Source: an optimization exercise on an open RTL-to-GDS flow (aim: a short achievable clock period and few clock cycles). Production flows keep margins and buffers that such runs may drop. In this exercise RTL edits were held to simulation tests only and were not proved equivalent to the original. No activity file was given, so power comes from the tool's default toggle rates.

==> flow/design.v <==
`timescale 1ns/1ps
`default_nettype none
package rv_core_pkg;
    typedef logic [31:0] word_t;
    typedef logic [4:0]  reg_addr_t;
    typedef logic [31:0] pc_t;
    typedef enum logic [3:0] {
        ALU_ADD,
        ALU_SUB,
        ALU_AND,
        ALU_OR,
        ALU_XOR,
        ALU_SLT,
        ALU_SLTU,
        ALU_SLL,
        ALU_SRL,
        ALU_SRA,
        ALU_PASS_B
    } alu_op_t;
    typedef enum logic [2:0] {
        PAUSED,
        FETCH,
        DECODE,
        EXECUTE,
        MEM_WAIT,
        WRITEBACK
    } ctrl_state_t;
    localparam logic [6:0] OPC_OP     = 7'b0110011;
    localparam logic [6:0] OPC_OP_IMM = 7'b0010011;
    localparam logic [6:0] OPC_LUI    = 7'b0110111;
    localparam logic [6:0] OPC_LOAD   = 7'b0000011;
    localparam logic [6:0] OPC_STORE  = 7'b0100011;
    localparam logic [6:0] OPC_SYSTEM = 7'b1110011;
endpackage
`default_nettype wire
`timescale 1ns/1ps
`timescale 1ns/1ps
`default_nettype none
module rv_decode (
    input  wire  rv_core_pkg::word_t ir_i,
    output rv_core_pkg::reg_addr_t   rs1_o,
    output rv_core_pkg::reg_addr_t   rs2_o,
    output rv_core_pkg::reg_addr_t   rd_o,
    output logic                     use_rs1_o,
    output logic                     use_rs2_o,
    output logic                     b_is_imm_o,
    output rv_core_pkg::word_t       imm_o,
    output logic                     writes_rd_o,
    output logic                     is_load_o,
    output logic                     is_store_o,
    output logic                     is_ebreak_o,
    output logic                     sub_o,
    output logic                     arith_o,
    output logic                     sel_add_o,
    output logic                     sel_slt_o,
    output logic                     sel_sltu_o,
    output logic                     sel_sll_o,
    output logic                     sel_sr_o,
    output logic                     sel_xor_o,
    output logic                     sel_or_o,
    output logic                     sel_and_o
);
    logic [6:0] opcode;
    logic [2:0] f3;
    logic       is_op;
    logic       is_opi;
    logic       is_lui;
    logic       is_alu;
    assign opcode = ir_i[6:0];
    assign f3     = ir_i[14:12];
    assign rs1_o = ir_i[19:15];
    assign rs2_o = ir_i[24:20];
    assign rd_o  = ir_i[11:7];
    assign is_op       = (opcode == rv_core_pkg::OPC_OP);
    assign is_opi      = (opcode == rv_core_pkg::OPC_OP_IMM);
    assign is_lui      = (opcode == rv_core_pkg::OPC_LUI);
    assign is_load_o   = (opcode == rv_core_pkg::OPC_LOAD);
    assign is_store_o  = (opcode == rv_core_pkg::OPC_STORE);
    assign is_ebreak_o = (ir_i == 32'h0010_0073);
    assign is_alu      = is_op || is_opi;
    assign use_rs1_o   = is_alu || is_load_o || is_store_o;
    assign use_rs2_o   = is_op || is_store_o;
    assign b_is_imm_o  = !is_op;
    assign writes_rd_o = (is_alu || is_lui || is_load_o) && (rd_o != 5'd0);
    always_comb begin
        if (is_lui) begin
            imm_o = {ir_i[31:12], 12'h000};
        end else if (is_store_o) begin
            imm_o = {{20{ir_i[31]}}, ir_i[31:25], ir_i[11:7]};
        end else begin
            imm_o = {{20{ir_i[31]}}, ir_i[31:20]};
        end
    end
    assign sub_o      = is_alu && ((f3 == 3'b000 && is_op && ir_i[30]) || f3 == 3'b010 || f3 == 3'b011);
    assign arith_o    = ir_i[30];
    assign sel_add_o  = !is_alu || (f3 == 3'b000);
    assign sel_slt_o  = is_alu && (f3 == 3'b010);
    assign sel_sltu_o = is_alu && (f3 == 3'b011);
    assign sel_sll_o  = is_alu && (f3 == 3'b001);
    assign sel_sr_o   = is_alu && (f3 == 3'b101);
    assign sel_xor_o  = is_alu && (f3 == 3'b100);
    assign sel_or_o   = is_alu && (f3 == 3'b110);
    assign sel_and_o  = is_alu && (f3 == 3'b111);
endmodule
`default_nettype wire
`timescale 1ns/1ps
`default_nettype none
module rv_reg_file (
    input  wire                          clk,
    input  wire                          rst_i,
    input  wire  rv_core_pkg::reg_addr_t rs1_addr_i,
    input  wire  rv_core_pkg::reg_addr_t rs2_addr_i,
    output rv_core_pkg::word_t           rs1_data_o,
    output rv_core_pkg::word_t           rs2_data_o,
    input  wire  rv_core_pkg::reg_addr_t wa_addr_i,
    input  wire                          wa_we_i,
    input  wire  rv_core_pkg::word_t     wa_data_i,
    input  wire  rv_core_pkg::reg_addr_t dbg_reg_addr_i,
    output rv_core_pkg::word_t           dbg_reg_rdata_o
);
    rv_core_pkg::word_t     regs [1:31];
    rv_core_pkg::reg_addr_t port_b_addr;
    logic                   clr_q;
    always_ff @(posedge clk) begin
        clr_q <= rst_i;
    end
    assign port_b_addr = rs2_addr_i;
    assign rs1_data_o = (rs1_addr_i == '0)  ? '0 : regs[rs1_addr_i];
    assign rs2_data_o = (port_b_addr == '0) ? '0 : regs[port_b_addr];
    always_ff @(posedge clk) begin
        if (clr_q) begin
            for (int i = 1; i < 32; i++) begin
                regs[i] <= '0;
            end
        end else if (wa_we_i && (wa_addr_i != '0)) begin
            regs[wa_addr_i] <= wa_data_i;
        end
    end
    always_ff @(posedge clk) begin
        if (clr_q) begin
            dbg_reg_rdata_o <= '0;
        end else if (wa_we_i && (wa_addr_i == dbg_reg_addr_i) && (dbg_reg_addr_i != '0)) begin
            dbg_reg_rdata_o <= wa_data_i;
        end else begin
            dbg_reg_rdata_o <= (dbg_reg_addr_i == '0) ? '0 : regs[dbg_reg_addr_i];
        end
    end
endmodule
`default_nettype wire
`timescale 1ns/1ps
`default_nettype none
module rv_alu (
    input  wire  rv_core_pkg::word_t add_a_i,
    input  wire  rv_core_pkg::word_t add_b_i,
    input  wire                      cin_i,
    input  wire  rv_core_pkg::word_t a_i,
    input  wire  rv_core_pkg::word_t b_i,
    input  wire  [4:0]               shamt_i,
    input  wire                      arith_i,
    input  wire                      sel_add_i,
    input  wire                      sel_slt_i,
    input  wire                      sel_sltu_i,
    input  wire                      sel_sll_i,
    input  wire                      sel_sr_i,
    input  wire                      sel_xor_i,
    input  wire                      sel_or_i,
    input  wire                      sel_and_i,
    output rv_core_pkg::word_t       result_o
);
    rv_core_pkg::word_t sum;
    logic [32:0]        sum_wide;
    rv_core_pkg::word_t sll;
    rv_core_pkg::word_t sr;
    logic [32:0]        sr_wide;
    logic               lt_s;
    logic               lt_u;
    assign sum_wide = {add_a_i, 1'b1} + {add_b_i, cin_i};
    assign sum      = sum_wide[32:1];
    assign lt_s  = (a_i[31] ^ b_i[31]) ? a_i[31] : sum[31];
    assign lt_u  = (a_i[31] ^ b_i[31]) ? b_i[31] : sum[31];
    assign sll   = a_i << shamt_i;
    assign sr_wide = $signed({arith_i & a_i[31], a_i}) >>> shamt_i;
    assign sr      = sr_wide[31:0];
    assign result_o = ({32{sel_add_i}} & sum)
                    | ({32{sel_slt_i}} & {31'b0, lt_s})
                    | ({32{sel_sltu_i}} & {31'b0, lt_u})
                    | ({32{sel_sll_i}} & sll)
                    | ({32{sel_sr_i}} & sr)
                    | ({32{sel_xor_i}} & (a_i ^ b_i))
                    | ({32{sel_or_i}} & (a_i | b_i))
                    | ({32{sel_and_i}} & (a_i & b_i));
endmodule
`default_nettype wire
`timescale 1ns/1ps
`timescale 1ns/1ps
`timescale 1ns/1ps
`default_nettype none
module rv_core_top #(
    parameter int MEM_ADDR_BITS = 12
) (
    input  wire                          clk,
    input  wire                          rst_i,
    input  wire                          start_i,
    input  wire  rv_core_pkg::pc_t       start_addr_i,
    output logic [MEM_ADDR_BITS-1:0]     mem_addr_o,
    output logic                         mem_we_o,
    output rv_core_pkg::word_t           mem_wdata_o,
    input  wire  rv_core_pkg::word_t     mem_rdata_i,
    input  wire  rv_core_pkg::reg_addr_t dbg_reg_addr_i,
    input  wire                          dbg_reg_we_i,
    input  wire  rv_core_pkg::word_t     dbg_reg_wdata_i,
    output rv_core_pkg::word_t           dbg_reg_rdata_o,
    output rv_core_pkg::pc_t             peek_pc_o,
    output logic                         processor_paused_o
);
    localparam int AW    = MEM_ADDR_BITS;
    localparam int DEPTH = 6;
    localparam int CW    = 3;         
    localparam int SB    = 8;         
    localparam int SBW   = 3;
    logic          paused_q;
    logic          start;
    logic          pause_d;
    logic          running;
    logic [AW-1:0] pa_q;
    logic          pwe_q;
    rv_core_pkg::word_t pwd_q;
    logic          pf_q;         
    logic          pl_q;         
    rv_core_pkg::reg_addr_t pl_rd_q;
    logic          rf_q;
    logic          rl_q;
    rv_core_pkg::reg_addr_t rl_rd_q;
    logic [AW-1:0] fetch_pc_q;
    logic [AW-1:0] rr_pc_q;      
    rv_core_pkg::word_t q_ir [DEPTH];
    logic [CW-1:0] count_q;
    logic          ex_we_q;      
    logic          ex_ld_q;      
    logic          ex_st_q;
    rv_core_pkg::reg_addr_t ex_rd_q;
    rv_core_pkg::word_t ex_a_q;
    rv_core_pkg::word_t ex_b_q;
    rv_core_pkg::word_t add_a_q;      
    rv_core_pkg::word_t add_b_q;      
    logic [4:0]         shamt_q;      
    rv_core_pkg::word_t ex_s_q;
    logic          ex_sub_q;
    logic          ex_arith_q;
    logic [7:0]    ex_sel_q;
    rv_core_pkg::word_t ex_a, ex_b, ex_s, alu_result;
    logic          w_we_q;
    logic          w_bus_q;      
    rv_core_pkg::reg_addr_t w_rd_q;
    rv_core_pkg::word_t w_q;
    assign running = !paused_q;
    assign start   = paused_q && start_i;
    rv_core_pkg::word_t     head;
    logic                   head_valid;
    rv_core_pkg::reg_addr_t rs1, rs2, rd;
    logic                   use_rs1, use_rs2, b_is_imm, writes_rd;
    logic                   is_load, is_store, is_ebreak;
    rv_core_pkg::word_t     imm;
    logic                   d_sub, d_arith;
    logic [7:0]             d_sel;
    rv_core_pkg::word_t     rf1, rf2;
    rv_core_pkg::word_t     rs1_val, rs2_val;
    logic                   stall;
    logic                   issue;
    assign head       = q_ir[0];
    assign head_valid = (count_q != '0);
    rv_decode u_decode (
        .ir_i        (head),
        .rs1_o       (rs1),
        .rs2_o       (rs2),
        .rd_o        (rd),
        .use_rs1_o   (use_rs1),
        .use_rs2_o   (use_rs2),
        .b_is_imm_o  (b_is_imm),
        .imm_o       (imm),
        .writes_rd_o (writes_rd),
        .is_load_o   (is_load),
        .is_store_o  (is_store),
        .is_ebreak_o (is_ebreak),
        .sub_o       (d_sub),
        .arith_o     (d_arith),
        .sel_add_o   (d_sel[0]),
        .sel_slt_o   (d_sel[1]),
        .sel_sltu_o  (d_sel[2]),
        .sel_sll_o   (d_sel[3]),
        .sel_sr_o    (d_sel[4]),
        .sel_xor_o   (d_sel[5]),
        .sel_or_o    (d_sel[6]),
        .sel_and_o   (d_sel[7])
    );
    assign stall = (use_rs1 && ((ex_ld_q && ex_rd_q == rs1) || (pl_q && pl_rd_q == rs1)))
                || (use_rs2 && ((ex_ld_q && ex_rd_q == rs2) || (pl_q && pl_rd_q == rs2)))
                || (pl_q && writes_rd)
                || (ex_ld_q && writes_rd && ex_rd_q == rd);
    assign issue = running && head_valid && !stall && !is_ebreak;
    assign pause_d = running && head_valid && is_ebreak && !ex_ld_q && !ex_st_q && !pl_q;
    logic fwd_a, fwd_b, fwd_s;
    assign fwd_a = use_rs1 && ex_we_q && (ex_rd_q == rs1);
    assign fwd_b = !b_is_imm && ex_we_q && (ex_rd_q == rs2);
    assign fwd_s = is_store && ex_we_q && (ex_rd_q == rs2);
    rv_core_pkg::word_t a_next, b_next;
    logic               use_add;
    assign a_next  = fwd_a ? alu_result : (use_rs1 ? rs1_val : '0);
    assign b_next  = fwd_b ? alu_result : (b_is_imm ? imm : rs2_val);
    assign use_add = d_sel[0] || d_sel[1] || d_sel[2];
    always_comb begin
        if (w_we_q && w_rd_q == rs1 && !(w_bus_q && rl_q && rl_rd_q == rs1)) rs1_val = w_q;
        else if (rl_q && rl_rd_q == rs1)   rs1_val = mem_rdata_i;
        else                               rs1_val = rf1;
        if (w_we_q && w_rd_q == rs2 && !(w_bus_q && rl_q && rl_rd_q == rs2)) rs2_val = w_q;
        else if (rl_q && rl_rd_q == rs2)   rs2_val = mem_rdata_i;
        else                               rs2_val = rf2;
    end
    logic [13:0]        ea;
    logic               mem_op;
    logic               fetch_go;
    assign ex_a   = ex_a_q;
    assign ex_b   = ex_b_q;
    assign ex_s   = ex_s_q;
    assign ea     = add_a_q[13:0] + add_b_q[13:0];
    function automatic logic sum_hits(input logic [13:0] a, input logic [13:0] b,
                                      input logic [AW-1:0] t);
        logic [13:2] cin;
        logic        c2;
        logic        ok;
        c2  = (a[1] & b[1]) | ((a[1] | b[1]) & a[0] & b[0]);
        cin = a[13:2] ^ b[13:2] ^ t;
        ok  = (cin[2] == c2);
        for (int j = 2; j < 13; j++) begin
            ok = ok && (cin[j + 1] == ((a[j] & b[j]) | ((a[j] | b[j]) & cin[j])));
        end
        sum_hits = ok;
    endfunction
    logic [SB-1:0]      sb_v_q;
    logic [AW-1:0]      sb_tag_q [SB];
    rv_core_pkg::word_t sb_data_q [SB];
    logic [SBW-1:0]     sb_ptr_q;
    logic [SB-1:0]      sb_match;
    logic               sb_hit;
    rv_core_pkg::word_t sb_rdata;
    logic               ld_hit;
    always_comb begin
        sb_rdata = '0;
        for (int i = 0; i < SB; i++) begin
            sb_match[i] = sb_v_q[i] && sum_hits(add_a_q[13:0], add_b_q[13:0], sb_tag_q[i]);
            sb_rdata    = sb_rdata | ({32{sb_match[i]}} & sb_data_q[i]);
        end
    end
    assign sb_hit = |sb_match;
    assign ld_hit = ex_ld_q && sb_hit;
    assign mem_op = (ex_ld_q && !sb_hit) || ex_st_q;
    rv_alu u_alu (
        .add_a_i    (add_a_q),
        .add_b_i    (add_b_q),
        .cin_i      (ex_sub_q),
        .a_i        (ex_a),
        .b_i        (ex_b),
        .shamt_i    (shamt_q),
        .arith_i    (ex_arith_q),
        .sel_add_i  (ex_sel_q[0]),
        .sel_slt_i  (ex_sel_q[1]),
        .sel_sltu_i (ex_sel_q[2]),
        .sel_sll_i  (ex_sel_q[3]),
        .sel_sr_i   (ex_sel_q[4]),
        .sel_xor_i  (ex_sel_q[5]),
        .sel_or_i   (ex_sel_q[6]),
        .sel_and_i  (ex_sel_q[7]),
        .result_o   (alu_result)
    );
    assign fetch_go = running && !pause_d && !mem_op
                   && ((count_q + CW'(rf_q) + CW'(pf_q)) < CW'(DEPTH));
    always_ff @(posedge clk) begin
        if (rst_i) begin
            paused_q   <= 1'b1;
            pwe_q      <= 1'b0;
            pf_q       <= 1'b0;
            pl_q       <= 1'b0;
            rf_q       <= 1'b0;
            rl_q       <= 1'b0;
            rr_pc_q    <= '0;
            count_q    <= '0;
            sb_v_q     <= '0;
            sb_ptr_q   <= '0;
            ex_we_q    <= 1'b0;
            ex_ld_q    <= 1'b0;
            ex_st_q    <= 1'b0;
            w_we_q     <= 1'b0;
            w_bus_q    <= 1'b0;
        end else begin
            rf_q    <= pf_q && !start;
            rl_q    <= pl_q;
            pl_q    <= ex_ld_q && !sb_hit;
            pwe_q   <= ex_st_q;
            pf_q    <= fetch_go || start;
            if (paused_q) begin
                w_we_q <= dbg_reg_we_i && (dbg_reg_addr_i != '0);
            end else begin
                w_we_q <= ex_we_q || ld_hit || rl_q;
            end
            w_bus_q <= rl_q;
            if (start) begin
                sb_v_q   <= '0;
                sb_ptr_q <= '0;
            end else if (ex_st_q) begin
                for (int i = 0; i < SB; i++) begin
                    if (sb_ptr_q == SBW'(i)) sb_v_q[i] <= 1'b1;
                    else if (sb_match[i])    sb_v_q[i] <= 1'b0;
                end
                sb_ptr_q <= sb_ptr_q + SBW'(1);
            end
            ex_we_q <= issue && writes_rd && !is_load;
            ex_ld_q <= issue && writes_rd && is_load;
            ex_st_q <= issue && is_store;
            if (start) begin
                rr_pc_q <= start_addr_i[AW+1:2];
            end else if (issue) begin
                rr_pc_q <= rr_pc_q + AW'(1);
            end
            if (start) begin
                count_q <= '0;
            end else begin
                count_q <= count_q + CW'(rf_q) - CW'(issue);
            end
            if (start) begin
                paused_q <= 1'b0;
            end else if (pause_d) begin
                paused_q <= 1'b1;
            end
        end
    end
    always_ff @(posedge clk) begin
        rl_rd_q <= pl_rd_q;
        pl_rd_q <= ex_rd_q;
        pwd_q   <= ex_s;
        if (start) begin
            pa_q <= start_addr_i[AW+1:2];
        end else if (mem_op) begin
            pa_q <= ea[AW+1:2];
        end else begin
            pa_q <= fetch_pc_q + AW'(1);
        end
        if (start) begin
            fetch_pc_q <= start_addr_i[AW+1:2];
        end else if (fetch_go) begin
            fetch_pc_q <= fetch_pc_q + AW'(1);
        end
        if (paused_q) begin
            w_rd_q <= dbg_reg_addr_i;
            w_q    <= dbg_reg_wdata_i;
        end else begin
            w_rd_q <= rl_q ? rl_rd_q : ex_rd_q;
            w_q    <= rl_q ? mem_rdata_i : (ex_ld_q ? sb_rdata : alu_result);
        end
        for (int i = 0; i < SB; i++) begin
            if (ex_st_q && (sb_ptr_q == SBW'(i))) begin
                sb_tag_q[i]  <= ea[AW+1:2];
                sb_data_q[i] <= ex_s;
            end
        end
        ex_rd_q <= rd;
        ex_a_q  <= a_next;
        ex_b_q  <= b_next;
        add_a_q <= use_add ? a_next : '0;
        add_b_q <= use_add ? (b_next ^ {32{d_sub}}) : '0;
        shamt_q <= (d_sel[3] || d_sel[4]) ? b_next[4:0] : 5'd0;
        ex_s_q  <= fwd_s ? alu_result : rs2_val;
        ex_sub_q   <= d_sub;
        ex_arith_q <= d_arith;
        ex_sel_q   <= d_sel;
        for (int i = 0; i < DEPTH; i++) begin
            if (issue) begin
                if (rf_q && (CW'(i) == count_q - CW'(1))) begin
                    q_ir[i] <= mem_rdata_i;
                end else if (i + 1 < DEPTH) begin
                    q_ir[i] <= q_ir[(i + 1) % DEPTH];
                end
            end else if (rf_q && (CW'(i) == count_q)) begin
                q_ir[i] <= mem_rdata_i;
            end
        end
    end
    rv_reg_file u_reg_file (
        .clk             (clk),
        .rst_i           (rst_i),
        .rs1_addr_i      (rs1),
        .rs2_addr_i      (rs2),
        .rs1_data_o      (rf1),
        .rs2_data_o      (rf2),
        .wa_addr_i       (w_rd_q),
        .wa_we_i         (w_we_q),
        .wa_data_i       (w_q),
        .dbg_reg_addr_i  (dbg_reg_addr_i),
        .dbg_reg_rdata_o (dbg_reg_rdata_o)
    );
    assign mem_addr_o         = pa_q;
    assign mem_we_o           = pwe_q;
    assign mem_wdata_o        = pwd_q;
    assign peek_pc_o          = {{(30 - AW){1'b0}}, rr_pc_q, 2'b00};
    assign processor_paused_o = paused_q;
endmodule
`default_nettype wire
==> flow/flow/run.sh <==
#!/bin/bash
set -euo pipefail
sed -E 's/SETUP_SLACK_MARGIN=[0-9.]+/SETUP_SLACK_MARGIN=6.2/' standard.sh > standard_margin.sh
grep -q 'SETUP_SLACK_MARGIN=6.2' standard_margin.sh
bash standard_margin.sh finish > orfs_make.log 2>&1
==> flow/standard.sh <==
#!/bin/bash
# synth_recipe.tcl (not shown) runs the flow's synth.tcl, then flattens the netlist and writes it again
# the make line also repeats each setting of config.mk as NAME=value (left out here)
make -C /OpenROAD-flow-scripts/flow DESIGN_CONFIG=/design/flow/config.mk WORK_HOME=/design/flow/orfs CLKGATE_MAP_FILE= SYNTH_SCRIPT=/design/flow/synth_recipe.tcl "${@:-finish}"
==> flow/config.mk <==
export PLATFORM = sky130hd
export DESIGN_NAME = rv_core_top
export DESIGN_NICKNAME = rv_core_top
export VERILOG_FILES = /design/flow/design.v
export SDC_FILE = /design/flow/constraint.sdc
export NUM_CORES = 4
export LEC_CHECK = 0
export CAP_MARGIN = 20
export CORE_MARGIN = 2
export CORE_UTILIZATION = 30
export PLACE_DENSITY = 0.38
export SETUP_SLACK_MARGIN = 5
export SLEW_MARGIN = 20
==> flow/constraint.sdc <==
create_clock -name core_clock -period 9.0 [get_ports {clk}]
set_input_delay 1.8000 -clock core_clock [delete_from_list [all_inputs] [get_ports {clk}]]
set_output_delay 1.8000 -clock core_clock [all_outputs]
set_load 0.01 [all_outputs]
==> results of run 1 <==
## cell families (layout without fill, tap and decap cells)
group | after synthesis | after routing | share of synthesized area
compound gates | 1002 | 1009 | 0.0667
buf+inv | 972 | 2098 | 0.0390
other cells | 1 | 101 | 0.0000345
xor+xnor | 195 | 195 | 0.0164
flops | 1931 | 1931 | 0.502
fa+ha+maj | 210 | 210 | 0.0304
simple gates | 2012 | 2015 | 0.102
mux | 1383 | 1383 | 0.244
## flip-flops by register name (all words and copies together) (netlist names), 96 cells and up, named ones only
name and count:
u_reg_file.regs 1024, sb_data_q 256, q_ir 192, sb_tag_q 96
## where the power goes
part / switching (uW) / total [uW] / internal (uW)
clock network: 4120 / 9930 / 5800
logic: 2620 / 4770 / 2140
registers: 404 / 10500 / 10100
## worst register-to-register path, cell delays in order, from the launching register on
cell and delay (ns):
sky130_fd_sc_hd__dfxtp_4 0.47, sky130_fd_sc_hd__buf_12 0.22, sky130_fd_sc_hd__buf_12 0.13, sky130_fd_sc_hd__buf_16 0.14, sky130_fd_sc_hd__mux4_2 0.53, sky130_fd_sc_hd__mux4_2 0.55
sky130_fd_sc_hd__mux2i_4 0.42, sky130_fd_sc_hd__o211ai_1 0.24, sky130_fd_sc_hd__o2111ai_4 0.19, sky130_fd_sc_hd__o21ai_4 0.17, sky130_fd_sc_hd__and2_1 0.19
## final cells by class
type	instances	area, um2	area share
multi-input combinational	4864	56500	0.389
antenna	49	123	0.000844
inverter	255	1010	0.00693
clock inverter	126	1340	0.00920
clock buffer	315	6490	0.0447
sequential	1931	54800	0.378
tap	4773	5970	0.0411
timing repair buffer	1402	18900	0.130
## cell usage after synthesis (all sizes together) (59+ instances only)
library cell and instances:
fa 89, o211ai 73, mux2i 160, o21ai 141
clkbuf 452, a22oi 87, xnor2 59, nor2 281
a21oi 207, nor3 86, a211oi 71, edfxtp 1580
a221oi 87, buf 265, mux2 236, dfxtp 351
ha 121, nand3 65, and2 1015, inv 242
xor2 131, nand2 305, mux4 987
## through the flow
stage / hold WS [ns] / power, uW / setup WS [ns] / cells
finish: 0.391 / 25200 / 5.60 / 13700
floorplan: 0.373 / 12400 / 5.24 / 7757
CTS: 0.393 / 25100 / 5.58 / 13500
global placement: 0.383 / 14100 / 3.32 / 12300
global route: 0.408 / 25800 / 5.59 / 13700
detailed placement: 0.383 / 14100 / 3.34 / 12300
## metal layers
metal,part of all wire,GRT usage
met5,0.00022,0
met4,0.065,0.173
met3,0.065,0.0437
met2,0.48,0.515
met1,0.39,0.381
## what timing repair did
action / CTS / global route
pin swaps: 309 / 200
setup buffers: 598 / 170
gates resized for setup: 2091 / 413
endpoints found under the setup margin: 2253 / 899
cloned: 141 / 15
endpoints found under the hold margin: 0 / 0
## worst max-delay path by stage
| stage | depth (start not counted) | to | slack, ns | startpoint |
|---|---|---|---|---|
| 2_1_floorplan | 8 | u_reg_file.dbg_reg_rdata_o[2] | 5.24 | dbg_reg_addr_i[0] |
| 3_3_place_gp | 8 | u_reg_file.dbg_reg_rdata_o[30] | 3.32 | dbg_reg_addr_i[0] |
| 3_5_place_dp | 8 | u_reg_file.dbg_reg_rdata_o[30] | 3.34 | dbg_reg_addr_i[0] |
| 4_1_cts | 1 | dbg_reg_rdata_o[4] | 5.58 | u_reg_file.dbg_reg_rdata_o[4] |
| 5_1_grt | 14 | pa_q[4] | 5.59 | add_b_q[4] |
| 6_report | 10 | add_a_q[25] | 5.60 | register |
==> run summary, run 1 <==
SETUP PATH
--------------------------------------------------------------------------------------------------------
Biggest fanout along the worst timing path                                                             8
Sort of element at the end of the critical path                                                 register
Slowest cell on the critical path                                                           sky130_fd_sc_hd__mux4_2
R2r setup slk                                                                                    5.60 ns
Crit-path max cell delay                                                                         0.55 ns
Endpoint of the lowest-slack register-to-register path                                       add_a_q[25]
Category of cells accounting for the largest share of critical-path delay                   multiplexers
FF-to-FF path depth                                                                                   10
Critical Path Source Type                                                                       register
Worst setup path class                                                                      register to register
Required time of the critical path                                                               9.80 ns
Crit path buf inv count                                                                                3
Worst Path Arrival                                                                               4.20 ns
CP Cell Sequence                                                                            buf_12 -> buf_12 -> buf_16 -> mux4_2 -> mux4_2 -> mux2i_4 -> o211ai_1 -> o2111ai_4 -> o21ai_4 -> and2_1

CTS
--------------------------------------------------------------------------------------------------------
Hold buffers post-CTS                                                                                  0
Worst-case clock buffer depth                                                                          4
Post-CTS clock slew at the launch and capture registers of the worst setup and hold paths        0.06 ns
Clk Latency, worst-skew pair                                                                     0.98 ns
CTS H-Tree Depth                                                                                       4
Total number of clock tree sinks                                                                    1931
Clock tree from TritonCTS                                                                           done
Clock tree root buffer cell                                                                 sky130_fd_sc_hd__clkbuf_16
CTS Buf Count                                                                                        236

PLACED DESIGN
--------------------------------------------------------------------------------------------------------
Port Buf Inserts                                                                                     174
Standard cell area after detailed placement                                                    0.117 mm2
Detailed placement HPWL                                                                           329 mm
Routability congestion estimate from global placement                                              0.883

FLOW RUN
--------------------------------------------------------------------------------------------------------
Count of maximum capacitance violations                                                                0

GRT
--------------------------------------------------------------------------------------------------------
Global route total overflow                                                                            0
Global-route usage over all layers                                                                 0.307
Antenna violations before repair                                                                      78
First-pass GRT wire length                                                                        753 mm
Number of global-route vias before repair                                                          79100
Pin count of the biggest net entering global routing                                                  77

FINISH
--------------------------------------------------------------------------------------------------------
Area added between synthesis and finish                                                            33.8%
Post-route core utilization                                                                        0.404
Ratio of cells with drive above 1 in the final layout                                              0.435
Most common library cell in the layout ignoring fill and taps                               sky130_fd_sc_hd__edfxtp_1
Highest-count cells in the layout ignoring fill and taps                                    1580 x sky130_fd_sc_hd__edfxtp_1, 992 x sky130_fd_sc_hd__and2_1, 987 x sky130_fd_sc_hd__mux4_2
Total non-filler cell area in the finished layout                                              0.145 mm2
Number of inserted filler cells in the final layout                                                33300
Layout Nets                                                                                         9005

SYNTH
--------------------------------------------------------------------------------------------------------
Yosys warns                                                                                            6
Synthesized area per cell                                                                       14.1 um2
Synth unique cells                                                                                   103
Share of flip-flops with an asynchronous set or reset                                                  0
Largest cells by area after synthesis                                                       sky130_fd_sc_hd__edfxtp_1 44%, sky130_fd_sc_hd__mux4_2 20%, sky130_fd_sc_hd__dfxtp_1 6.5%
Count of flip-flops with a built-in enable after synthesis                                          1580
Syn Std Cell Area                                                                              0.109 mm2
Most frequently used flop master after synthesis                                            sky130_fd_sc_hd__edfxtp_1
Proportion of netlist area held by the largest area contributor                                    0.437
Syn Inst Count                                                                                      7706
Dominant cell type by area after synthesis                                                  sky130_fd_sc_hd__edfxtp_1
Share of the yosys chip area belonging to registers                                                0.502
Synthesis-stage register bit count                                                                  1931

TIMING
--------------------------------------------------------------------------------------------------------
Post-Route Setup TNS                                                                                0 ns
Final hold vios                                                                                        0
Worst slew pin tran                                                                              1.18 ns
Slew headroom                                                                                      0.212
Max Slew Vio Count                                                                                     0
Setup repair after global routing missed its margin                                                  yes
Final count of negative-setup-slack endpoints                                                          0
Worst clock skew                                                                               0.0914 ns
Fmax                                                                                             294 MHz
Final critical-path share of the clock period                                                      0.378
Clock period minus final worst setup slack                                                       3.40 ns

POWER
--------------------------------------------------------------------------------------------------------
Power density normalized to cell area                                                         173 mW/mm2
Leakage power figure                                                                           0.0530 uW
Worst ir drop on vdd                                                                            0.163 mV

HOLD PATH
--------------------------------------------------------------------------------------------------------
Min-Delay Startpoint                                                                          pl_rd_q[1]
Hold Path Stages                                                                                       0
Worst min-delay path class                                                                  register to register
End point of the worst hold path                                                              rl_rd_q[1]

DETAILED ROUTING
--------------------------------------------------------------------------------------------------------
DRC violation count after routing                                                                      0
Drt first-iter violations                                                                           9612
Vias after detailed routing                                                                        80300
Detailed Route WL                                                                                 574 mm
First drt pass iteration count                                                                         8
Routed WL per cell                                                                               41.9 um
Average vias per placed instance                                                                    5.85
Post-route ant nets                                                                                    0

DIE
--------------------------------------------------------------------------------------------------------
Number of placement rows                                                                             220
Ports placed on the boundary                                                                         215
Starting utilization of the core area                                                              0.302
Die outline width                                                                                 606 um
Placeable core region                                                                          0.360 mm2
Die Area                                                                                       0.367 mm2
Die height                                                                                        606 um

OUTCOME
--------------------------------------------------------------------------------------------------------
Result of the run                                                               timing/DRC/antenna clean

Testbench counts, summed over its fixed seeds: cycles 17,824.
==> run 2: changes to the inputs <==
--- a/flow/config.mk
+++ b/flow/config.mk
@@ -7,7 +7,7 @@
 export LEC_CHECK = 0
 export CAP_MARGIN = 20
 export CORE_MARGIN = 2
-export CORE_UTILIZATION = 30
-export PLACE_DENSITY = 0.38
+export CORE_UTILIZATION = 33
+export PLACE_DENSITY = 0.42
 export SETUP_SLACK_MARGIN = 5
 export SLEW_MARGIN = 20
==> run 2 against run 1 <==
Effect of this change:
- clock skew up 0.0025 ns
- sequential share of layout area down 0.38 points
- synthesized cell count unchanged
- worst hold slack better by 0.014 ns
- clock power about the same
- die area down 9.0%
- still clean on timing, DRC and antenna
- wire length down 3.4%
- via count up 1.9%
- setup slack better by 0.043 ns
- utilization up 4.4 points
- sequential power about the same
- global-route usage up 1.8 points
==> run summary, run 2 <==
SYNTH
--------------------------------------------------------------------------------------------------------
Proportion of netlist area held by the largest area contributor                                    0.437   unchanged
Dominant cell type by area after synthesis                                                  sky130_fd_sc_hd__edfxtp_1   unchanged
Synthesized area per cell                                                                       14.1 um2   unchanged
Largest cells by area after synthesis                                                       sky130_fd_sc_hd__edfxtp_1 44%, sky130_fd_sc_hd__mux4_2 20%, sky130_fd_sc_hd__dfxtp_1 6.5%   unchanged
Synth unique cells                                                                                   103   unchanged
Synth top cells by count                                                                    1580 x sky130_fd_sc_hd__edfxtp_1, 1014 x sky130_fd_sc_hd__and2_1, 987 x sky130_fd_sc_hd__mux4_2, 452 x sky130_fd_sc_hd__clkbuf_1, 351 x sky130_fd_sc_hd__dfxtp_1   unchanged
Count leader, synth                                                                         sky130_fd_sc_hd__edfxtp_1   unchanged
Share of flip-flops with an asynchronous set or reset                                                  0   unchanged
Synthesis-stage register bit count                                                                  1931   unchanged
Syn Std Cell Area                                                                              0.109 mm2   unchanged
Count of flip-flops with a built-in enable after synthesis                                          1580   unchanged
Most frequently used flop master after synthesis                                            sky130_fd_sc_hd__edfxtp_1   unchanged
Syn Inst Count                                                                                      7706   unchanged
Share of the yosys chip area belonging to registers                                                0.502   unchanged
Yosys warns                                                                                            6   unchanged

HOLD PATH
--------------------------------------------------------------------------------------------------------
Min-Delay Startpoint                                                                          pl_rd_q[0]   was pl_rd_q[1]
Hold Path Stages                                                                                       0   unchanged
Worst min-delay path class                                                                  register to register   unchanged
End point of the worst hold path                                                              rl_rd_q[0]   was rl_rd_q[1]

CTS
--------------------------------------------------------------------------------------------------------
Clk Latency, worst-skew pair                                                                     0.96 ns   was 0.98 ns
Hold buffers post-CTS                                                                                  0   unchanged
Clock tree root buffer cell                                                                 sky130_fd_sc_hd__clkbuf_16   unchanged
CTS Buf Count                                                                                        234   was 236
CTS H-Tree Depth                                                                                       4   unchanged
Total number of clock tree sinks                                                                    1931   unchanged
Worst-case clock buffer depth                                                                          4   unchanged
Clock tree from TritonCTS                                                                           done   unchanged
Post-CTS clock slew at the launch and capture registers of the worst setup and hold paths        0.07 ns   was 0.06 ns

GRT
--------------------------------------------------------------------------------------------------------
Antenna violations before repair                                                                      69   was 78
First-pass GRT wire length                                                                        731 mm   was 753 mm
Number of global-route vias before repair                                                          79500   was 79100
Pin count of the biggest net entering global routing                                                  69   was 77
Global route total overflow                                                                            0   unchanged
Global-route usage over all layers                                                                 0.326   was 0.307

TIMING
--------------------------------------------------------------------------------------------------------
Fmax                                                                                             298 MHz   was 294 MHz
Final critical-path share of the clock period                                                      0.373   was 0.378
Slew headroom                                                                                      0.211   was 0.212
Post-Route Setup TNS                                                                                0 ns   unchanged
Max Slew Vio Count                                                                                     0   unchanged
Worst slew pin tran                                                                              1.18 ns   about the same
Setup repair after global routing missed its margin                                                  yes   unchanged
Final hold vios                                                                                        0   unchanged
Worst clock skew                                                                               0.0938 ns   was 0.0914 ns
Clock period minus final worst setup slack                                                       3.36 ns   was 3.40 ns
Final count of negative-setup-slack endpoints                                                          0   unchanged

POWER
--------------------------------------------------------------------------------------------------------
Portion of total power attributed to sequential cells                                              0.415   was 0.416
Proportion of total power due to net switching                                                     0.284   about the same
Power density normalized to cell area                                                         172 mW/mm2   was 173 mW/mm2
Total chip power                                                                                25300 uW   was 25200 uW
Combinational group share of total power                                                           0.191   was 0.189
Internal cell power                                                                             18100 uW   was 18000 uW
Worst ir drop on vdd                                                                            0.168 mV   was 0.163 mV
Clock share of power                                                                               0.393   was 0.394
Leakage power figure                                                                           0.0538 uW   was 0.0530 uW
Net switching component of the power                                                             7170 uW   was 7150 uW

DIE
--------------------------------------------------------------------------------------------------------
Placeable core region                                                                          0.327 mm2   was 0.360 mm2
Ports placed on the boundary                                                                         215   unchanged
Number of placement rows                                                                             210   was 220
Die outline width                                                                                 578 um   was 606 um
Die height                                                                                        578 um   was 606 um
Die Area                                                                                       0.334 mm2   was 0.367 mm2
Starting utilization of the core area                                                              0.332   was 0.302

DETAILED ROUTING
--------------------------------------------------------------------------------------------------------
Average vias per placed instance                                                                    6.12   was 5.85
Met1 layer wirelength in the final routing                                                        210 mm   was 223 mm
Vias after detailed routing                                                                        81800   was 80300
Met3 Wirelength                                                                                  51.4 mm   was 37.5 mm
First drt pass iteration count                                                                         8   unchanged
WL met2                                                                                           254 mm   was 277 mm
Routed WL per cell                                                                               41.5 um   was 41.9 um
Detailed Route WL                                                                                 555 mm   was 574 mm
Post-route ant nets                                                                                    0   unchanged
DRC violation count after routing                                                                      0   unchanged
Highest metal layer used by the detailed router                                                     met5   unchanged
Drt first-iter violations                                                                          11000   was 9612

FINISH
--------------------------------------------------------------------------------------------------------
Total non-filler cell area in the finished layout                                              0.147 mm2   was 0.145 mm2
Flip-flop count of the largest register after layout                                                1024   unchanged
Highest-count cells in the layout ignoring fill and taps                                    1580 x sky130_fd_sc_hd__edfxtp_1, 993 x sky130_fd_sc_hd__and2_1, 987 x sky130_fd_sc_hd__mux4_2   was 1580 x sky130_fd_sc_hd__edfxtp_1, 992 x sky130_fd_sc_hd__and2_1, 987 x sky130_fd_sc_hd__mux4_2
Register with the most flip-flops                                                           u_reg_file.regs   unchanged
Number of inserted filler cells in the final layout                                                29200   was 33300
Most common library cell in the layout ignoring fill and taps                               sky130_fd_sc_hd__edfxtp_1   unchanged
Ratio of cells with drive above 1 in the final layout                                              0.447   was 0.435
Top flop regs                                                                               u_reg_file.regs (1024), sb_data_q (256), q_ir (192)   unchanged
Area added between synthesis and finish                                                            35.1%   was 33.8%
Layout Nets                                                                                         9108   was 9005

PLACED DESIGN
--------------------------------------------------------------------------------------------------------
Standard cell area after detailed placement                                                    0.116 mm2   was 0.117 mm2
Routability congestion estimate from global placement                                              0.961   was 0.883
Detailed placement HPWL                                                                           308 mm   was 329 mm
Port Buf Inserts                                                                                     174   unchanged

SETUP PATH
--------------------------------------------------------------------------------------------------------
Source of the worst register-to-register timing path                                         add_b_q[12]
Critical Path Source Type                                                                       register   unchanged
Worst setup path class                                                                      register to register   unchanged
Sort of element at the end of the critical path                                                 register   unchanged
Required time of the critical path                                                               9.87 ns   was 9.80 ns
Worst Path Arrival                                                                               4.23 ns   was 4.20 ns
Slowest cell on the critical path                                                           sky130_fd_sc_hd__fa_1   was sky130_fd_sc_hd__mux4_2
R2r setup slk                                                                                    5.64 ns   was 5.60 ns
Crit-path max cell delay                                                                         0.55 ns   about the same
CP Cell Sequence                                                                            buf_6 -> fa_1 -> xor2_2 -> nand4_1 -> nor4_4 -> and3_4 -> buf_12 -> a221oi_1 -> a32oi_4 -> a221o_1   was buf_12 -> buf_12 -> buf_16 -> mux4_2 -> mux4_2 -> mux2i_4 -> o211ai_1 -> o2111ai_4 -> o21ai_4 -> and2_1
FF-to-FF path depth                                                                                   10   unchanged
Endpoint of the lowest-slack register-to-register path                                           w_q[12]   was add_a_q[25]
Biggest fanout along the worst timing path                                                             7   was 8

OUTCOME
--------------------------------------------------------------------------------------------------------
Result of the run                                                               timing/DRC/antenna clean   unchanged

FLOW RUN
--------------------------------------------------------------------------------------------------------
Count of maximum capacitance violations                                                                0   unchanged

run 2: cell count changes in the layout (fill, tap and decap cells not counted), sizes merged, moves of 6 or more:
cell,delta
diode,-11
clkinvlp,+6
clkinv,-18
bufinv,-7
buf,+100
clkbuf,+22
run 2: worst max-delay path by stage:
stage | start | to | slack [ns] | cells past startpoint
after global placement | dbg_reg_addr_i[0] | u_reg_file.dbg_reg_rdata_o[24] | 3.30 | 8
after floorplan | dbg_reg_addr_i[0] | u_reg_file.dbg_reg_rdata_o[2] | 5.24 | 8
after CTS | u_reg_file.dbg_reg_rdata_o[5] | dbg_reg_rdata_o[5] | 5.66 | 1
final | add_b_q[12] | w_q[12] | 5.64 | 10
after global routing | add_a_q[7] | pa_q[4] | 5.61 | 12
after detailed placement | dbg_reg_addr_i[0] | u_reg_file.dbg_reg_rdata_o[24] | 3.29 | 8
run 2: final cells by class:
| cell class | instances | area, um2 | share of cell area |
|---|---|---|---|
| inverter | 255 | 1010 | 0.00692 |
| clock inverter | 104 | 1180 | 0.00808 |
| timing repair inverter | 2 | 38.8 | 0.000265 |
| timing repair buffer | 1507 | 20500 | 0.140 |
| antenna | 38 | 95.1 | 0.000648 |
| multi-input combinational | 4862 | 56800 | 0.388 |
| tap | 4346 | 5440 | 0.0371 |
| sequential | 1931 | 54800 | 0.374 |
| clock buffer | 330 | 6750 | 0.0460 |
run 2: power by group through the flow:
stage	logic, uW	clock network (uW)	registers [uW]
after floorplan	1900	0	10500
after global routing	4910	10400	10500
after global placement	3280	0	10700
after CTS	4480	10000	10500
after detailed placement	3290	0	10700
final	4830	9940	10500
run 2: kinds of logic (layout without fill, tap and decap cells):
group | Yosys count | after routing | share of synthesized area
AND/OR/NAND/NOR | 2012 | 2015 | 0.102
flip-flops | 1931 | 1931 | 0.502
multiplexers | 1383 | 1383 | 0.244
AO/OA/AOI/OAI | 1002 | 1007 | 0.0667
buffers and inverters | 972 | 2198 | 0.0390
adder cells (fa/ha/maj) | 210 | 210 | 0.0304
XOR/XNOR | 195 | 195 | 0.0164
other | 1 | 90 | 0.0000345
run 2: per-stage QoR:
stage	hold WS, ns	setup slack, ns	instances	utilization
floorplan	0.373	5.24	7757	-
global placement	0.383	3.30	11800	0.353
detailed placement	0.387	3.29	11800	0.354
CTS	0.399	5.66	13100	0.433
global route	0.403	5.61	13300	0.448
finish	0.404	5.64	13400	0.448
run 2: layer usage:
metal  GRT usage  vias to the layer above
li1            -                    32100
met1       0.416                    43400
met2       0.517                     5062
met3      0.0652                     1254
met4       0.185                       18
met5           0                        -
run 2: worst max-delay path, delay by kind of cell (launching register included):
kind,cells,cell delay (ns)
adders and majority gates,1,0.55
AOI/OAI and AO/OA,3,0.87
xor gates and xnor gates,1,0.17
DFF,1,0.40
buffers and inverters,2,0.32
and+or+nand+nor,3,0.95
run 2: repair_timing:
item                                    4_1_cts  5_1_grt
cloned                                      161       16
endpoints found under the setup margin     2300      920
gates resized for setup                    2108      571
pin swaps                                   317      298
buffers inserted                            687      196
==> run 3: changes to the inputs <==
==> flow/flow/run.sh (replaced) <==
#!/bin/bash
set -euo pipefail
sed -E 's/SETUP_SLACK_MARGIN=[0-9.]+/SETUP_SLACK_MARGIN=7.0/' standard.sh > standard_margin.sh
grep -q 'SETUP_SLACK_MARGIN=7.0' standard_margin.sh
bash standard_margin.sh finish > orfs_make.log 2>&1
--- a/flow/config.mk
+++ b/flow/config.mk
@@ -7,7 +7,7 @@
 export LEC_CHECK = 0
 export CAP_MARGIN = 20
 export CORE_MARGIN = 2
-export CORE_UTILIZATION = 33
-export PLACE_DENSITY = 0.42
+export CORE_UTILIZATION = 30
+export PLACE_DENSITY = 0.38
 export SETUP_SLACK_MARGIN = 5
 export SLEW_MARGIN = 20
==> run 3 against run 2 <==
Effect of this change:
- total power rose by 3.9%
- still clean on timing, DRC and antenna
- largest cell class unchanged
- register-to-register slack got worse by 0.08 ns
- cell area rose by 11%
- critical path depth rose by 2
- fmax fell by 2.3%
- area after synthesis did not move
- non-clock buffer count rose by 638
- combinational power rose by 16%
- critical path type unchanged
- clock power barely moved
==> run summary, run 3 <==
SYNTH
--------------------------------------------------------------------------------------------------------
Largest cells by area after synthesis                                                       sky130_fd_sc_hd__edfxtp_1 44%, sky130_fd_sc_hd__mux4_2 20%, sky130_fd_sc_hd__dfxtp_1 6.5%   unchanged
Share of flip-flops with an asynchronous set or reset                                                  0   unchanged
Share of the yosys chip area belonging to registers                                                0.502   unchanged
Synthesis-stage register bit count                                                                  1931   unchanged
Proportion of netlist area held by the largest area contributor                                    0.437   unchanged
Syn Std Cell Area                                                                              0.109 mm2   unchanged
Dominant cell type by area after synthesis                                                  sky130_fd_sc_hd__edfxtp_1   unchanged
Synth unique cells                                                                                   103   unchanged
Count of flip-flops with a built-in enable after synthesis                                          1580   unchanged
Most frequently used flop master after synthesis                                            sky130_fd_sc_hd__edfxtp_1   unchanged
Synth top cells by count                                                                    1580 x sky130_fd_sc_hd__edfxtp_1, 1014 x sky130_fd_sc_hd__and2_1, 987 x sky130_fd_sc_hd__mux4_2, 452 x sky130_fd_sc_hd__clkbuf_1, 351 x sky130_fd_sc_hd__dfxtp_1   unchanged
Yosys warns                                                                                            6   unchanged
Synthesized area per cell                                                                       14.1 um2   unchanged
Syn Inst Count                                                                                      7706   unchanged
Count leader, synth                                                                         sky130_fd_sc_hd__edfxtp_1   unchanged

TIMING
--------------------------------------------------------------------------------------------------------
Worst slew pin tran                                                                              1.04 ns   was 1.18 ns
Setup repair after global routing missed its margin                                                  yes   unchanged
Final count of negative-setup-slack endpoints                                                          0   unchanged
Clock period minus final worst setup slack                                                       3.44 ns   was 3.36 ns
Final critical-path share of the clock period                                                      0.382   was 0.373
Final hold vios                                                                                        0   unchanged
Post-Route Setup TNS                                                                                0 ns   unchanged
Fmax                                                                                             291 MHz   was 298 MHz
Hold slack final                                                                                0.389 ns   was 0.404 ns
Max Slew Vio Count                                                                                     0   unchanged
Worst clock skew                                                                               0.0649 ns   was 0.0938 ns
Slew headroom                                                                                      0.306   was 0.211

POWER
--------------------------------------------------------------------------------------------------------
Proportion of total power due to net switching                                                     0.294   was 0.284
Portion of total power attributed to sequential cells                                              0.399   was 0.415
Clock share of power                                                                               0.388   was 0.393
Leakage power figure                                                                           0.0607 uW   was 0.0538 uW
Worst ir drop on vdd                                                                            0.173 mV   was 0.168 mV
Total chip power                                                                                26200 uW   was 25300 uW
Power density normalized to cell area                                                         161 mW/mm2   was 172 mW/mm2
Combinational group share of total power                                                           0.212   was 0.191
Net switching component of the power                                                             7720 uW   was 7170 uW
Internal cell power                                                                             18500 uW   was 18100 uW

SETUP PATH
--------------------------------------------------------------------------------------------------------
Required time of the critical path                                                               9.69 ns   was 9.87 ns
Worst Path Arrival                                                                               4.13 ns   was 4.23 ns
Biggest fanout along the worst timing path                                                             7   unchanged
FF-to-FF path depth                                                                                   12   was 10
Worst setup path class                                                                      register to register   unchanged
Sort of element at the end of the critical path                                                 register   unchanged
Critical Path Source Type                                                                       register   unchanged

FINISH
--------------------------------------------------------------------------------------------------------
Layout Nets                                                                                         9753   was 9108
Number of inserted filler cells in the final layout                                                31600   was 29200
Ratio of cells with drive above 1 in the final layout                                              0.551   was 0.447
Highest-count cells in the layout ignoring fill and taps                                    1580 x sky130_fd_sc_hd__edfxtp_1, 987 x sky130_fd_sc_hd__mux4_2, 591 x sky130_fd_sc_hd__buf_4   was 1580 x sky130_fd_sc_hd__edfxtp_1, 993 x sky130_fd_sc_hd__and2_1, 987 x sky130_fd_sc_hd__mux4_2
Register with the most flip-flops                                                           u_reg_file.regs   unchanged
Register cell area after layout                                                               0.0548 mm2   about the same
Most common library cell in the layout ignoring fill and taps                               sky130_fd_sc_hd__edfxtp_1   unchanged
Multi-input combinational cell area                                                           0.0594 mm2   was 0.0568 mm2
Top flop regs                                                                               u_reg_file.regs (1024), sb_data_q (256), q_ir (192)   unchanged
Flip-flop count of the largest register after layout                                                1024   unchanged
Area added between synthesis and finish                                                            49.8%   was 35.1%

GRT
--------------------------------------------------------------------------------------------------------
Antenna violations before repair                                                                      63   was 69
Global-route usage over all layers                                                                 0.337   was 0.326
Met3 GRT Util                                                                                     0.0613   was 0.0652
Number of global-route vias before repair                                                          82000   was 79500
First-pass GRT wire length                                                                        816 mm   was 731 mm
Global route total overflow                                                                            0   unchanged
Met2 Resource Use GR                                                                               0.539   was 0.517
GR Layer Usage met1                                                                                0.414   was 0.416
Peak-usage layer in the global routing report                                                       met2   unchanged
Pin count of the biggest net entering global routing                                                  53   was 69

DIE
--------------------------------------------------------------------------------------------------------
Die Area                                                                                       0.367 mm2   was 0.334 mm2
Starting utilization of the core area                                                              0.302   was 0.332
Ports placed on the boundary                                                                         215   unchanged
Die height                                                                                        606 um   was 578 um
Die outline width                                                                                 606 um   was 578 um
Number of placement rows                                                                             220   was 210
Placeable core region                                                                          0.360 mm2   was 0.327 mm2

PLACED DESIGN
--------------------------------------------------------------------------------------------------------
Detailed placement HPWL                                                                           331 mm   was 308 mm
Port Buf Inserts                                                                                     174   unchanged
Routability congestion estimate from global placement                                              0.924   was 0.961

CTS
--------------------------------------------------------------------------------------------------------
Clock tree root buffer cell                                                                 sky130_fd_sc_hd__clkbuf_16   unchanged
Clock tree from TritonCTS                                                                           done   unchanged
Total number of clock tree sinks                                                                    1931   unchanged
CTS Buf Count                                                                                        236   was 234
Post-CTS clock slew at the launch and capture registers of the worst setup and hold paths        0.06 ns   was 0.07 ns
Clk Latency, worst-skew pair                                                                     1.00 ns   was 0.96 ns
Hold buffers post-CTS                                                                                  0   unchanged
Worst-case clock buffer depth                                                                          4   unchanged
CTS H-Tree Depth                                                                                       4   unchanged

DETAILED ROUTING
--------------------------------------------------------------------------------------------------------
Detailed Route WL                                                                                 651 mm   was 555 mm
Drt first-iter violations                                                                          11700   was 11000
Post-route ant nets                                                                                    0   unchanged
DRC violation count after routing                                                                      0   unchanged
Routed WL per cell                                                                               45.0 um   was 41.5 um
First drt pass iteration count                                                                         8   unchanged
Average vias per placed instance                                                                    6.01   was 6.12
Vias after detailed routing                                                                        87000   was 81800

FLOW RUN
--------------------------------------------------------------------------------------------------------
Count of maximum capacitance violations                                                                0   unchanged

HOLD PATH
--------------------------------------------------------------------------------------------------------
Hold Path Stages                                                                                       0   unchanged
Worst min-delay path class                                                                  register to register   unchanged

OUTCOME
--------------------------------------------------------------------------------------------------------
Result of the run                                                               timing/DRC/antenna clean   unchanged

-- run 3: cell counts after synthesis --
Identical to the previous run, type by type.
-- run 3: critical path, cell delays in order (launching register included) --
cell	delay, ns
sky130_fd_sc_hd__dfxtp_4	0.38
sky130_fd_sc_hd__buf_12	0.16
sky130_fd_sc_hd__fa_2	0.63
sky130_fd_sc_hd__xor2_4	0.24
sky130_fd_sc_hd__nand4_1	0.18
sky130_fd_sc_hd__a2111oi_4	0.42
sky130_fd_sc_hd__clkbuf_16	0.24
sky130_fd_sc_hd__nor4_4	0.05
sky130_fd_sc_hd__and4bb_2	0.26
sky130_fd_sc_hd__a21oi_4	0.17
sky130_fd_sc_hd__buf_12	0.14
sky130_fd_sc_hd__buf_4	0.11
sky130_fd_sc_hd__a21o_4	0.15
-- run 3: cell type report --
| type | count | area share |
|---|---|---|
| repair buffers | 2145 | 0.204 |
| clock buffers | 315 | 0.0406 |
| diodes | 48 | 0.000739 |
| flip-flops and latches | 1931 | 0.337 |
| clock inverters | 131 | 0.00878 |
| well taps | 4773 | 0.0367 |
| multi-input cells | 4869 | 0.365 |
| inverters | 255 | 0.00640 |
-- run 3: final timing paths --
check	from	endpoint	slack [ns]
max	add_a_q[12]	fetch_pc_q[8]	5.56
min	pl_rd_q[1]	rl_rd_q[1]	0.39
max reg2reg	add_a_q[12]	fetch_pc_q[8]	5.56
min reg2reg	pl_rd_q[1]	rl_rd_q[1]	0.39
-- run 3: kinds of logic after synthesis --
| kind of cell | synth area share |
|---|---|
| flops | 0.502 |
| other cells | 0.0000345 |
| compound gates | 0.0667 |
| simple gates | 0.102 |
| fa+ha+maj | 0.0304 |
| buf+inv | 0.0390 |
| mux | 0.244 |
| xor+xnor | 0.0164 |
-- run 3: per-layer routing --
metal / vias to the layer above / wire length, um / part of all wire
li1: 33500 / - / -
met1: 46100 / 238000 / 0.37
met2: 5568 / 295000 / 0.45
met3: 1774 / 58800 / 0.090
met4: 18 / 59400 / 0.091
met5: - / 115 / 0.00018
-- run 3: through the flow --
step                      area [um2]  setup slack, ns  utilization  cells
after global placement        118000             3.07        0.329  12300
after global routing          163000             5.51        0.452  14400
after floorplan               113000             5.24            -   7757
after detailed placement      118000             3.11        0.329  12300
final                         163000             5.56        0.452  14500
after CTS                     154000             5.50        0.427  14000
-- run 3: timing repair --
action                                  in CTS  in global routing
pin swaps                                  355                355
buffers inserted                           990                368
resized for setup                         2702               1125
cloned                                     283                 63
endpoints found under the setup margin    3127               2724
-- run 3: power by group through the flow --
stage               clock network (uW)  registers (uW)  logic (uW)
CTS                              10300           10500        5090
global route                     10600           10500        5620
detailed placement                   0           10700        3470
finish                           10200           10500        5580
global placement                     0           10700        3470
floorplan                            0           10500        2060

[static timing again, ports no longer ideal]
The results above use ideal ports. As a check the final layouts listed here were re-extracted and re-timed, cells and wires unchanged. Step 1 assumes that a clkbuf_16 drives the clock port and a buf_2 every other input. Step 2 adds t to the input delays and takes it off the output delays; t is the mean of the earliest and latest rising clock arrival at the registers after step 1. Input paths then give back, and output paths get back, about the clock's delay inside the block. Slacks: ideal ports / drivers / drivers and shift; pairs: ideal ports / drivers.
| run | t, ns | slack for setup (ns) | slew at the worst register clock pin (ns) |
|---|---|---|---|
| run 1 | 1.038 | 5.600 / 5.394 / 4.356 | 0.07 / 0.07 |
| run 2 | 1.019 | 5.643 / 5.606 / 4.611 | 0.07 / 0.07 |
| run 3 | 1.083 | 5.564 / 5.459 / 4.395 | 0.07 / 0.07 |
After both steps setup and hold are still met in every run listed. For run 1, which loses most, drivers alone change the setup slack by -0.206 ns; drivers and shift together by -1.244 ns.
